Source: an optimization exercise on an open RTL-to-GDS flow (aim: a short achievable clock period and few clock cycles per item). Production flows keep margins and buffers that such runs may drop.
Only simulation tests tie the RTL to the original design; equivalence was not proved.

==> inputs of 11-28 <==
// pulsing_led_level_controller_unit
module pulsing_led_level_controller_unit (
  input  logic        clk_i,
  input  logic        rst_ni,
  input  logic        in_valid,
  output logic        in_ready,
  input  logic [1:0]  in_command,
  input  logic [31:0] in_now_ms,
  input  logic [31:0] in_last_point_ms,
  input  logic [7:0]  in_red,
  input  logic [7:0]  in_green,
  input  logic [7:0]  in_blue,
  output logic        out_valid,
  input  logic        out_ready,
  output logic [17:0] out_level,
  output logic        out_pulsing,
  output logic [7:0]  out_red,
  output logic [7:0]  out_green,
  output logic [7:0]  out_blue,
  input  logic        psel,
  input  logic        penable,
  input  logic        pwrite,
  input  logic [3:0]  paddr,
  input  logic [31:0] pwdata,
  output logic [31:0] prdata,
  output logic        pready
);
==> flow/config.mk <==
export PLATFORM = sky130hd
export DESIGN_NAME = pulsing_led_level_controller_unit
export DESIGN_NICKNAME = pulsing_led_level_controller_unit
export VERILOG_FILES = /design/flow/design.v
export SDC_FILE = /design/flow/constraint.sdc
export NUM_CORES = 4
export LEC_CHECK = 0
export CAP_MARGIN = 20
export CORE_MARGIN = 2
export CORE_UTILIZATION = 40
export SLEW_MARGIN = 20
==> flow/constraint.sdc <==
create_clock -name core_clock -period 11.0 [get_ports {clk_i}]
set_input_delay 2.2000 -clock core_clock [delete_from_list [all_inputs] [get_ports {clk_i}]]
set_output_delay 2.2000 -clock core_clock [all_outputs]
set_load 0.01 [all_outputs]
standard.sh (not shown) runs the stock make flow with config.mk's settings and CLKGATE_MAP_FILE= SYNTH_SCRIPT=/design/flow/synth_recipe.tcl, a recipe that flattens the netlist after the stock synthesis.
==> flow/flow/run.sh <==
#!/bin/bash
set -uo pipefail
bash standard.sh SETUP_SLACK_MARGIN=7.3 finish > orfs_make.log 2>&1
==> 11-01 (differences from 11-28) <==
--- a/flow/design.v
+++ b/flow/design.v
@@ -535,16 +535,16 @@
     if (bc2 == 5'd1 && sg_q) qt10 <= 18'd0 - qt10;
     if (bc2 == 5'd2) begin qt11 <= e2qb; rt11 <= e2bn; end
     if (bc2 == 5'd1 && sg_q) qt11 <= 18'd0 - qt11;
     if (bc2 == 5'd2) begin qt12 <= e2qc; rt12 <= e2cn; end
     if (bc2 == 5'd1 && sg_q) qt12 <= 18'd0 - qt12;
   end
-  logic       in_ready_q, irn_q;   
+  logic       in_ready_q;
   logic [4:0] occ_q;
   logic [10:0] v;
-  wire        acc = in_valid & !irn_q;
+  wire        acc = in_valid & in_ready_q;
   assign in_ready = in_ready_q;
   wire [18:0] ms0_l0_0_s = ({19{in_now_ms[0]}} & {5'd0, m0}) ^ ({19{in_now_ms[1]}} & {5'd0, m1}) ^ ({19{in_now_ms[2]}} & {5'd0, m2});
   wire [18:0] ms0_l0_0_m = (({19{in_now_ms[0]}} & {5'd0, m0}) & ({19{in_now_ms[1]}} & {5'd0, m1})) | (({19{in_now_ms[0]}} & {5'd0, m0}) & ({19{in_now_ms[2]}} & {5'd0, m2})) | (({19{in_now_ms[1]}} & {5'd0, m1}) & ({19{in_now_ms[2]}} & {5'd0, m2}));
   wire [18:0] ms0_l0_0_c = {ms0_l0_0_m[17:0], 1'b0};
   wire [18:0] ms0_l0_1_s = ({19{in_now_ms[3]}} & {5'd0, m3}) ^ ({19{in_now_ms[4]}} & {5'd0, m4}) ^ ({19{in_now_ms[5]}} & {5'd0, m5});
   wire [18:0] ms0_l0_1_m = (({19{in_now_ms[3]}} & {5'd0, m3}) & ({19{in_now_ms[4]}} & {5'd0, m4})) | (({19{in_now_ms[3]}} & {5'd0, m3}) & ({19{in_now_ms[5]}} & {5'd0, m5})) | (({19{in_now_ms[4]}} & {5'd0, m4}) & ({19{in_now_ms[5]}} & {5'd0, m5}));
@@ -1313,13 +1313,13 @@
   wire [9:0]  ptb = ha9b + hb9b + {9'd0, cy9b};
   wire [7:0]  cr = col9 ? col_sat(ptr) : 8'd0;
   wire [7:0]  cg = col9 ? col_sat(ptg) : 8'd0;
   wire [7:0]  cb = col9 ? col_sat(ptb) : 8'd0;
   wire [42:0] pd = {lvl9, pul9, cr, cg, cb};
   wire        pv = v[10];
-  logic        ov_q, ovn_q;   
+  logic        ov_q;
   logic [42:0] od_q;
   logic [3:0]  wr_q, rd_q;
   logic [15:0] rdh_q, curh_q, wrh_q;
   logic [42:0] ff0;
   logic [42:0] ff1;
   logic [42:0] ff2;
@@ -1373,14 +1373,14 @@
     hold = hold | ({43{curh_q[11]}} & ff11);
     hold = hold | ({43{curh_q[12]}} & ff12);
     hold = hold | ({43{curh_q[13]}} & ff13);
     hold = hold | ({43{curh_q[14]}} & ff14);
     hold = hold | ({43{curh_q[15]}} & ff15);
   end
-  wire ld     = ovn_q | out_ready;
-  wire take   = !ovn_q & out_ready;
+  wire ld     = !ov_q | out_ready;
+  wire take   = ov_q & out_ready;
   wire fne    = wr_q != rd_q;
   wire adv    = ld & (fne | pv);
   wire [42:0] nxt = fne ? head : pd;
   wire [15:0] nxth = fne ? rdh_q : wrh_q;
   wire [3:0] wr_p1 = wr_q + 1'b1;
   wire [3:0] rd_p1 = rd_q + 1'b1;
@@ -1407,31 +1407,27 @@
     if (ld) curh_q <= nxth;
   end
   always_ff @(posedge clk_i or negedge rst_ni) begin
     if (!rst_ni) begin
       v <= '0;
       ov_q <= 1'b0;
-      ovn_q <= 1'b1;
       wr_q <= '0;
       rd_q <= '0;
       wrh_q <= 16'd1;
       rdh_q <= 16'd1;
       occ_q <= 5'd0;
       in_ready_q <= 1'b0;
-      irn_q <= 1'b1;
     end else begin
       v <= {v[9:0], acc};
       ov_q <= ld ? (fne | pv) : 1'b1;
-      ovn_q <= ld ? !(fne | pv) : 1'b0;
       wr_q <= pv ? wr_p1 : wr_q;
       rd_q <= adv ? rd_p1 : rd_q;
       wrh_q <= pv ? {wrh_q[14:0], wrh_q[15]} : wrh_q;
       rdh_q <= adv ? {rdh_q[14:0], rdh_q[15]} : rdh_q;
       occ_q <= (acc & !take) ? occ_p1 : (!acc & take) ? occ_m1 : occ_q;
       in_ready_q <= (occ_q <= 5'd14) && (bc1 <= 5'd1) && (bc2 <= 5'd6) && !wp_q && !wr_en;
-      irn_q <= !((occ_q <= 5'd14) && (bc1 <= 5'd1) && (bc2 <= 5'd6) && !wp_q && !wr_en);
     end
   end
   assign out_valid   = ov_q;
   assign out_level   = od_q[42:25];
   assign out_pulsing = od_q[24];
   assign out_red     = od_q[23:16];
==> summary of the runs <==
Clock skew: 11-28 is lower than 11-01 (44 ps).
Of 11-28 and 11-01, 11-01 has the higher synthesized area (gap 0.53%, measured against 11-01).
Against 11-28, the cell count of 11-01 is higher by about 0.9%.
Non-clock buffer count: 11-28 is lower than 11-01 (7).
Of 11-01 and 11-28, 11-28 has the higher sequential share of layout area (gap 0.18 points).
11-28 finished with timing, DRC and antenna clean. 11-01 finished with timing, DRC and antenna clean.
Of 11-28 and 11-01, 11-01 has the higher clock-buffer cell count (gap 24).
Routed wire length: 11-28 is smaller than 11-01 (2.7%).
Against 11-01, the die area of 11-28 is smaller by about 0.5%.
Between 11-01 and 11-28, the lower first-iteration DRC count is in 11-01 (gap about 2.3%, measured against 11-28).
Testbench counts of 11-28, summed over its fixed seeds: cycles 10,176, items 9,600.
Testbench counts of 11-01, summed over its fixed seeds: cycles 10,176, items 9,600.

==> v11: inputs <==
pulsing_led_level_controller_unit, a different RTL version from the one above (not shown whole).
==> flow/config.mk <==
export PLATFORM = sky130hd
export DESIGN_NAME = pulsing_led_level_controller_unit
export DESIGN_NICKNAME = pulsing_led_level_controller_unit
export VERILOG_FILES = /design/flow/design.v
export SDC_FILE = /design/flow/constraint.sdc
export NUM_CORES = 4
export LEC_CHECK = 0
export CAP_MARGIN = 20
export CORE_MARGIN = 2
export CORE_UTILIZATION = 40
export CTS_CLUSTER_DIAMETER = 60
export CTS_CLUSTER_SIZE = 30
export SLEW_MARGIN = 20
==> flow/constraint.sdc <==
create_clock -name core_clock -period 11.0 [get_ports {clk_i}]
set_input_delay 2.2000 -clock core_clock [delete_from_list [all_inputs] [get_ports {clk_i}]]
set_output_delay 2.2000 -clock core_clock [all_outputs]
set_load 0.01 [all_outputs]
Scripts as last shown in full above: flow/flow/run.sh
==> v22 (differences from v11) <==
--- a/flow/config.mk
+++ b/flow/config.mk
@@ -8,6 +8,4 @@
 export CAP_MARGIN = 20
 export CORE_MARGIN = 2
 export CORE_UTILIZATION = 40
-export CTS_CLUSTER_DIAMETER = 60
-export CTS_CLUSTER_SIZE = 30
 export SLEW_MARGIN = 20
==> impl_metrics.json <==
{
  "status": "complete, no violations",
  "grt_use_total_pct": 23.0,
  "multi_input_area_share_pct": 49.0,
  "critPathRequiredTime_ns": 11.89,
  "post-route-util_pct": 45.7,
  "drt-met1-wl_um": 273000,
  "met2_usage_pct": 37.1,
  "hold-worst-slack_ns": 0.299,
  "nNetsFinal": 24400,
  "clk_latency_ns": 1.07,
  "grt_util_met1_pct": 30.7,
  "antenna_cells": 33,
  "buffer_area_share_pct": 2.65,
  "final_area_um2": 253000,
  "seq_share_pct": 34.9,
  "finalClockSkew_ns": 0.0885,
  "cts_setup_buffers": 148,
  "whs_endpoint": "a1[2][15]",
  "use_met3_pct": 3.89
}
-- figures above: v11

==> impl_metrics.json <==
{
  "final_area_um2": 253000,
  "grt_util_met1_pct": 30.7,
  "critPathRequiredTime_ns": 11.84,
  "post-route-util_pct": 45.8,
  "drt-met1-wl_um": 273000,
  "finalClockSkew_ns": 0.120,
  "grt_use_total_pct": 23.1,
  "status": "complete, no violations",
  "hold-worst-slack_ns": 0.264,
  "met2_usage_pct": 37.3
}
-- figures above: v22

Testbench counts of v11, summed over its fixed seeds: cycles 10,176, items 9,600.
Testbench counts of v22, summed over its fixed seeds: cycles 10,176, items 9,600.

==> run a: inputs <==
pulsing_led_level_controller_unit, a different RTL version from the one above (not shown whole).
clock: 11.0 ns
lec_check: 0
cap_margin: 20
core_margin: 2
core_utilization: 40
setup_slack_margin: 5
slew_margin: 20
run.sh (not shown) runs the stock make flow with config.mk's settings and CLKGATE_MAP_FILE= SYNTH_SCRIPT=/design/flow/synth_recipe.tcl, a recipe that flattens the netlist after the stock synthesis.
Stock flow here: none of the scripts above is used.
==> inputs of run b, as changes to run a <==
==> flow/flow/run.sh (new file) <==
#!/bin/bash
set -uo pipefail
bash standard.sh SETUP_SLACK_MARGIN=7.3 finish > orfs_make.log 2>&1
==> flow/standard.sh (new file) <==
#!/bin/bash
# synth_recipe.tcl (not shown) runs the flow's synth.tcl, then flattens the netlist and writes it again
# the make line also repeats each setting of config.mk as NAME=value (left out here)
make -C /OpenROAD-flow-scripts/flow DESIGN_CONFIG=/design/flow/config.mk WORK_HOME=/design/flow/orfs CLKGATE_MAP_FILE= SYNTH_SCRIPT=/design/flow/synth_recipe.tcl "${@:-finish}"
SETUP_SLACK_MARGIN = default   (was 5)
removed: flow/run.sh
==> comparison table <==
	run a	run b
Slew of the pin with the lowest slew margin	1384 ps	1357 ps
Result of the run	timing/DRC/antenna clean	timing/DRC/antenna clean
Worst setup skew after layout	98.66 ps	72.21 ps
Required time of the critical path	11,920 ps	11,890 ps
Total of cells resized after clock tree synthesis	0	2,347
Final worst setup slack	5255 ps	6442 ps
Post-CTS setup buffers	0	830
Minimum clock period	5745 ps	4558 ps
FF-to-FF path depth	18	16
Number of non-clock inverters	2,889	2,890
Met3 routed wirelength	47,610 um	65,070 um
Crit share post-route	52.23%	41.44%
Post-layout nets	23,800	25,200
Share of the final layout cell area in sequential cells	32.11%	28.94%
Number of clock buffers in the layout	441	434
Total number of vias	147,200	159,200
Final estimated routing congestion in global placement	0.9860	0.9987
R2r setup slk	5250 ps	6440 ps
Number of antenna diodes	59	142
Testbench counts of run a, summed over its fixed seeds: cycles 10,128, items 9,600.
Testbench counts of run b, summed over its fixed seeds: cycles 10,128, items 9,600.

[separate check: timing with driven ports]
In the flow no input, the clock included, has a driving cell. The finished layouts below were timed again as built, in two steps. Step 1 sets driving cells, clkbuf_16 on the clock port and buf_2 on the other inputs (assumed; they add their load-dependent delay and slew). Step 2 adds t to the input delays and takes it off the output delays; t is the mean of the earliest and latest rising clock arrival at the registers after step 1. Input paths then give back, and output paths get back, about the clock's delay inside the block. Slacks: ideal / step 1 / step 2; pairs: ideal / step 1.
run | t (ns) | slack for setup (ns) | pins driven straight from the clock port
11-28 | 1.192 | 7.144 / 7.013 / 6.221 | 1
11-01 | 1.175 | 7.050 / 6.921 / 6.212 | 1
v11 | 1.138 | 6.869 / 6.869 / 6.244 | 1
v22 | 1.162 | 6.864 / 6.864 / 6.247 | 1
run a | 1.085 | 5.255 / 5.255 / 5.255 | 1
run b | 1.108 | 6.442 / 6.442 / 6.412 | 1
After both steps setup and hold are still met in every run listed. For 11-28, which loses most, drivers alone change the setup slack by -0.131 ns; drivers and shift together by -0.923 ns.
